Background: an optimization exercise with open tools, aiming at small area, a short achievable clock period and few clock cycles per item. Do not read the settings as production practice.
RTL that was checked went through simulation tests only; none was proved equivalent to the original.
Power and IR drop assume default switching activity.

// beacon_id_table_to_channel_mapper_unit
module beacon_id_table_to_channel_mapper_unit (
  input  logic         clk,
  input  logic         rst_n,
  input  logic         in_valid,
  output logic         in_ready,
  input  logic [1:0]   in_opcode,
  input  logic [7:0]   in_payload_length,
  input  logic [15:0]  in_company_id,
  input  logic [63:0]  in_sensor_id,
  input  logic [7:0]   in_accel_x,
  input  logic [7:0]   in_accel_y,
  input  logic [7:0]   in_accel_z,
  output logic         out_valid,
  input  logic         out_ready,
  output logic [3:0]   out_status,
  output logic [3:0]   out_entry_index,
  output logic [6:0]   out_channel_base,
  output logic [7:0]   out_x_positive,
  output logic [7:0]   out_x_negative,
  output logic [7:0]   out_y_positive,
  output logic [7:0]   out_y_negative,
  output logic [7:0]   out_z_positive,
  output logic [7:0]   out_z_negative,
  output logic         out_send_request,
  output logic         out_all_known_seen,
  input  logic         cfg_we,
  input  logic         cfg_wdata
);
  localparam int N = 16;
  localparam int RW = 4 + 4 + 1 + 1 + 1 + 24;
  logic [63:0]   id_mem [N];
  logic [N-1:0]  km_r;       
  logic [N-1:0]  tm_r;       
  logic [N-1:0]  seen_r;
  logic [N-1:0]  ma_r;       
  logic [N-1:0]  mb_r;       
  logic          out_en_r;
  logic          in_ready_r;
  logic          accept;
  assign in_ready = in_ready_r;
  assign accept   = in_valid && in_ready_r;
  logic          s2_v;
  logic [N-1:0]  s2_eq;
  logic          s2_eqp;
  logic [63:0]   s2_id;
  logic          s2_look, s2_short, s2_scan, s2_clear, s2_add;
  logic [23:0]   s2_acc;
  always_ff @(posedge clk) begin
    logic sight;
    sight = (in_opcode == 2'd0);
    for (int i = 0; i < N; i++) begin
      s2_eq[i] <= (id_mem[i] == in_sensor_id);
    end
    s2_eqp   <= (s2_id == in_sensor_id);
    s2_id    <= in_sensor_id;
    s2_look  <= sight && (in_payload_length >= 8'd21) && (in_company_id == 16'h015d);
    s2_short <= (in_payload_length < 8'd21);
    s2_scan  <= (in_opcode == 2'd1);
    s2_clear <= (in_opcode == 2'd2);
    s2_add   <= (in_opcode == 2'd3);
    s2_acc   <= {in_accel_x, in_accel_y, in_accel_z};
  end
  logic          is_sight;
  logic [N-1:0]  match, pre_m, fm;
  logic [N-1:0]  oh_t, oh_k, we;
  ...
For scale: roughly 3,900 cells after synthesis, ~1,300 flip-flops, about 190 I/O pins, roughly 0.056 mm^2 of cells after synthesis.
Settings: LEC_CHECK=0, CAP_MARGIN=20, CORE_MARGIN=2, CORE_UTILIZATION=40, CTS_BUF_LIST=sky130_fd_sc_hd__clkbuf_16, CTS_CLUSTER_DIAMETER=120, CTS_CLUSTER_SIZE=25, PLACE_DENSITY=0.8, SETUP_SLACK_MARGIN=2.5, SLEW_MARGIN=20; clock period 5.0 ns.
standard.sh (not shown) runs the stock make flow with config.mk's settings and CLKGATE_MAP_FILE= SYNTH_SCRIPT=/design/flow/synth_recipe.tcl, a recipe that flattens the netlist after the stock synthesis.
==> flow/flow/run.sh <==
#!/bin/bash
# The standard layout, except that the port buffers are buf_4 cells: left to itself
# buffer_ports picks a delay cell (clkdlybuf4s50_1) for every input and output port.
set -euo pipefail
export BUFFER_PORTS_ARGS="-buffer_cell sky130_fd_sc_hd__buf_4"
bash standard.sh > standard.log 2>&1
The starting point completed without violations.
Testbench counts at the start, summed over its fixed seeds: cycles 4,816, items 4,800.
Next try:
--- a/flow/design.v
+++ b/flow/design.v
@@ -109,26 +109,26 @@
   input  logic         cfg_wdata
 );
   localparam int N = 16;
   localparam int RW = 4 + 4 + 1 + 1 + 1 + 24;
   logic [63:0]   id_mem [N];
   logic [N-1:0]  km_r;       
   logic [N-1:0]  tm_r;       
   logic [N-1:0]  seen_r;
   logic [N-1:0]  ma_r;       
   logic [N-1:0]  mb_r;       
   logic          out_en_r;
-  logic          in_ready_r;
   logic          accept;
-  assign in_ready = in_ready_r;
-  assign accept   = in_valid && in_ready_r;
+  logic          skid_next;
+  assign in_ready = !skid_next;
+  assign accept   = in_valid && !skid_next;
   logic          s2_v;
   logic [N-1:0]  s2_eq;
   logic          s2_eqp;
   logic [63:0]   s2_id;
   logic          s2_look, s2_short, s2_scan, s2_clear, s2_add;
   logic [23:0]   s2_acc;
   always_ff @(posedge clk) begin
     logic sight;
     sight = (in_opcode == 2'd0);
     for (int i = 0; i < N; i++) begin
       s2_eq[i] <= (id_mem[i] == in_sensor_id);
@@ -246,79 +246,66 @@
     ma_r <= tm_n & ~we;
     mb_r <= tm_n & we;
   end
   always_ff @(posedge clk) begin
     for (int i = 0; i < N; i++) begin
       if (we[i]) begin
         id_mem[i] <= s2_id;
       end
     end
   end
   logic          ov_r;
-  logic [1:0]    skc_r, skc_nxt;
-  logic [RW-1:0] sk0_r, sk1_r;
+  logic          sk_v_r;
+  logic [RW-1:0] sk_r;
   logic          out_free;
   logic [3:0]    o_status;
   logic [3:0]    o_idx;
   logic [6:0]    o_base;
   logic [7:0]    o_xp, o_xn, o_yp, o_yn, o_zp, o_zn;
   logic          o_send;
   logic          o_all;
-  assign out_free = !ov_r || out_ready;
-  always_comb begin
-    skc_nxt = skc_r;
-    if (out_free) begin
-      if (skc_r != 2'd0 && !s2_v) skc_nxt = skc_r - 2'd1;
-    end else if (s2_v) begin
-      skc_nxt = skc_r + 2'd1;
-    end
-  end
+  assign out_free  = !ov_r || out_ready;
+  assign skid_next = out_free ? (sk_v_r && s2_v) : (sk_v_r || s2_v);
   always_ff @(posedge clk) begin
     if (!rst_n) begin
-      ov_r       <= 1'b0;
-      skc_r      <= 2'd0;
-      s2_v       <= 1'b0;
-      in_ready_r <= 1'b0;
-      out_en_r   <= 1'b0;
+      ov_r     <= 1'b0;
+      sk_v_r   <= 1'b0;
+      s2_v     <= 1'b0;
+      out_en_r <= 1'b0;
     end else begin
       if (cfg_we) begin
         out_en_r <= cfg_wdata;
       end
       if (out_free) begin
-        ov_r <= (skc_r != 2'd0) || s2_v;
+        ov_r <= sk_v_r || s2_v;
       end
-      skc_r      <= skc_nxt;
-      s2_v       <= accept;
-      in_ready_r <= ({1'b0, skc_nxt} + {2'b00, accept}) < 3'd2;
+      sk_v_r <= skid_next;
+      s2_v   <= accept;
     end
   end
   function automatic logic [7:0] pos_part(input logic [7:0] v, input logic h);
     pos_part = (h && !v[7] && (v != 8'd0)) ? {v[6:0], 1'b0} : 8'd0;
   endfunction
   function automatic logic [7:0] neg_part(input logic [7:0] v, input logic h);
     neg_part = (h && v[7]) ? (8'd0 - {v[6:0], 1'b0}) : 8'd0;
   endfunction
   always_ff @(posedge clk) begin
     logic [RW-1:0] r;
-    if (out_free && skc_r != 2'd0) begin
-      sk0_r <= (skc_r == 2'd2) ? sk1_r : res;
-      sk1_r <= res;
-    end else begin
-      if (skc_r == 2'd0) sk0_r <= res;
-      if (skc_r == 2'd1) sk1_r <= res;
+    if (!sk_v_r || out_free) begin
+      sk_r <= res;
     end
     if (out_free) begin
-      r = (skc_r != 2'd0) ? sk0_r : res;
+      r = sk_v_r ? sk_r : res;
       o_status <= r[34:31];
       o_idx    <= r[30:27];
-      o_base   <= (skc_r != 2'd0) ? 7'({sk0_r[30:27], 2'b00} + {sk0_r[30:27], 1'b0}) : base_h;
+      o_base   <= sk_v_r ? 7'({sk_r[30:27], 2'b00} + {sk_r[30:27], 1'b0}) : base_h;
       o_send   <= r[26];
       o_all    <= r[25];
       o_xp     <= pos_part(r[23:16], r[24]);
       o_xn     <= neg_part(r[23:16], r[24]);
       o_yp     <= pos_part(r[15:8], r[24]);
       o_yn     <= neg_part(r[15:8], r[24]);
       o_zp     <= pos_part(r[7:0], r[24]);
       o_zn     <= neg_part(r[7:0], r[24]);
     end
   end
   assign out_valid          = ov_r;
Result:
- The changed run completed without violations
- worst setup slack gets worse by 250 ps
- cell area goes down by 0.58%
- synthesized area goes down by 2.6%
- fmax goes down by 9.0%
- clock-buffer cell count goes down by 7
- sequential power goes down by about 10%
- clock power goes down by 7.3%
- non-clock buffer count goes up by 84
- die area goes down by 2.6%
- wire length goes up by 14%
- sequential cell count goes down by 37
- total power goes down by 18%
- hold slack gets worse by 8.5 ps
- final cell count goes down by 2.0%
The RTL of the second run of this note was laid out without a check of its function.

========
Setup of maple:
Another version of the RTL of beacon_id_table_to_channel_mapper_unit (not shown whole).
Size: roughly 3900 cells after synthesis, about 1300 flip-flops.
clock: 5.0 ns
lec_check: 0
cap_margin: 20
core_margin: 2
core_utilization: 40
cts_buf_list: sky130_fd_sc_hd__clkbuf_16
cts_cluster_diameter: 120
cts_cluster_size: 25
place_density: 0.8
setup_slack_margin: 2.5
slew_margin: 20
Scripts as last shown in full above: flow/flow/run.sh
diff inputs: maple => raven
--- a/flow/design.v
+++ b/flow/design.v
@@ -148,64 +148,54 @@
   end
   logic          is_sight;
   logic [N-1:0]  match, pre_m, fm;
   logic [N-1:0]  oh_t, oh_k, we;
   logic          any, khit, full, kfull, hit;
   logic [N-1:0]  missing, low_m;
   logic          m_zero, m_one;
   assign is_sight = !s2_scan && !s2_clear && !s2_add;
   assign s2_eq    = s2_eq_lo & s2_eq_hi;
   assign s2_eqp   = s2_eqp_lo && s2_eqp_hi;
   logic [N-1:0]  w, pre_w, fw;
-  logic [N-1:0]  ma_eq, fa, pre_a, w0;
-  logic          any_a, any_b, mbv;
   always_comb begin
     oh_t[0] = !tm_r[0];
     oh_k[0] = !km_r[0];
     for (int i = 1; i < N; i++) begin
       oh_t[i] = tm_r[i-1] && !tm_r[i];
       oh_k[i] = km_r[i-1] && !km_r[i];
     end
     match = (ma_r & s2_eq) | (mb_r & {N{s2_eqp}});
-    ma_eq = ma_r & s2_eq;
-    any_a = |ma_eq;
-    any_b = mbv && s2_eqp;
     pre_m[0] = 1'b0;
     for (int i = 1; i < N; i++) begin
       pre_m[i] = pre_m[i-1] | match[i-1];
     end
     fm = match & ~pre_m;
-    pre_a[0] = 1'b0;
-    for (int i = 1; i < N; i++) begin
-      pre_a[i] = pre_a[i-1] | ma_eq[i-1];
-    end
-    fa = ma_eq & ~pre_a;
-    w0 = any_b ? mb_r : oh_t;
-    if (s2_look) w = any_a ? ma_eq : w0;
+    if (s2_look) w = match | oh_t;
     else if (s2_add) w = oh_k;
     else w = '0;
-    if (s2_look) fw = any_a ? fa : w0;
-    else if (s2_add) fw = oh_k;
-    else fw = '0;
+    pre_w[0] = 1'b0;
+    for (int i = 1; i < N; i++) begin
+      pre_w[i] = pre_w[i-1] | w[i-1];
+    end
+    fw = w & ~pre_w;
     missing = km_r & ~seen_r;
     low_m[0] = 1'b0;
     for (int i = 1; i < N; i++) begin
       low_m[i] = low_m[i-1] | missing[i-1];
     end
     low_m = ~low_m & ~missing;
     m_zero = (missing == '0);
     m_one  = ((missing & (missing - 1'b1)) == '0);
   end
-  assign mbv   = |mb_r;
-  assign any   = any_a || any_b;
-  assign khit  = |(ma_eq & km_r) || (s2_eqp && |(mb_r & km_r));
+  assign any   = |match;
+  assign khit  = |(match & km_r);
   assign full  = tm_r[N-1];
   assign kfull = km_r[N-1];
   assign hit   = s2_look && any;
   assign we    = (s2_v && s2_add) ? oh_k : oh_t;
   function automatic logic [3:0] penc16(input logic [15:0] v);
     logic [3:0] z;
     logic [1:0] l [4];
     logic [1:0] hi, lo;
     for (int g = 0; g < 4; g++) begin
       z[g]     = (v[4*g +: 4] == 4'd0);
       l[g][1]  = !v[4*g] && !v[4*g+1];
@@ -269,24 +259,32 @@
       end else if (s2_clear) begin
         km_r   <= '0;
         tm_n   = '0;
         seen_r <= '0;
       end else if (s2_add && !kfull) begin
         seen_r <= seen_r & ~oh_k;
         km_r   <= {km_r[N-2:0], 1'b1};
         tm_n   = {km_r[N-2:0], 1'b1};
       end
     end
     tm_r <= tm_n;
-    ma_r <= tm_n & ~we;
-    mb_r <= tm_n & we;
+    if (!rst_n || (s2_v && s2_clear)) begin
+      ma_r <= '0;
+      mb_r <= '0;
+    end else if (s2_v && s2_add && !kfull) begin
+      ma_r <= km_r;
+      mb_r <= oh_k;
+    end else begin
+      ma_r <= tm_r;
+      mb_r <= (s2_v && s2_look && !any && !full) ? oh_t : '0;
+    end
   end
   always_ff @(posedge clk) begin
     for (int i = 0; i < N; i++) begin
       if (we[i]) begin
         id_mem[i] <= s2_id;
       end
     end
   end
   logic          ov_r;
   logic          sk_v_r;
   logic [RW-1:0] sk_r;
--- outcome ---
- When raven is set beside maple, its final core utilization turns out to be 0.29 points smaller.
- maple ended up with km_r[4]$_SDFFE_PN0P_ as its first element of the critical path; raven ended up with s2_eq_lo[3]$_DFF_P_.
- raven against maple: number of global-route vias before repair decreased 3.5%; post-route minimum period moved up; combinational share of power fell 0.3 points.
- Via count was higher in the run labelled maple.
No functional check of the RTL was part of any run of this note.

==> static timing again, ports no longer ideal <==
The results above use ideal ports. As a check the final layouts listed here were re-extracted and re-timed, cells and wires unchanged.
Step 1: set_driving_cell puts a clkbuf_16 on clk and a buf_2 on each other input, an assumption about the parent block.
Step 2 times the ports against the registers' clock, not the clock port: input delays grow and output delays shrink by t, the midpoint of the rising clock arrivals with the driver on.
a / b / c = ideal ports / drivers / drivers and shift; a / b = the first two.
run	t (ns)	setup slack, ns	clock arrival spread, ns	slew at the worst register clock pin (ns)
the first run of note 1	0.768	2.419 / 2.419 / 1.719	0.059 / 0.059	0.11 / 0.11
the second run of note 1	0.802	2.165 / 2.165 / 1.572	0.109 / 0.109	0.11 / 0.11
maple	0.775	2.194 / 2.195 / 1.813	0.076 / 0.075	0.11 / 0.11
raven	0.776	2.150 / 2.150 / 1.969	0.059 / 0.059	0.11 / 0.11
After both steps every run listed still meets setup and hold. For the first run of note 1, which loses most, drivers alone change the setup slack by 0.000 ns; drivers and shift together by -0.700 ns.
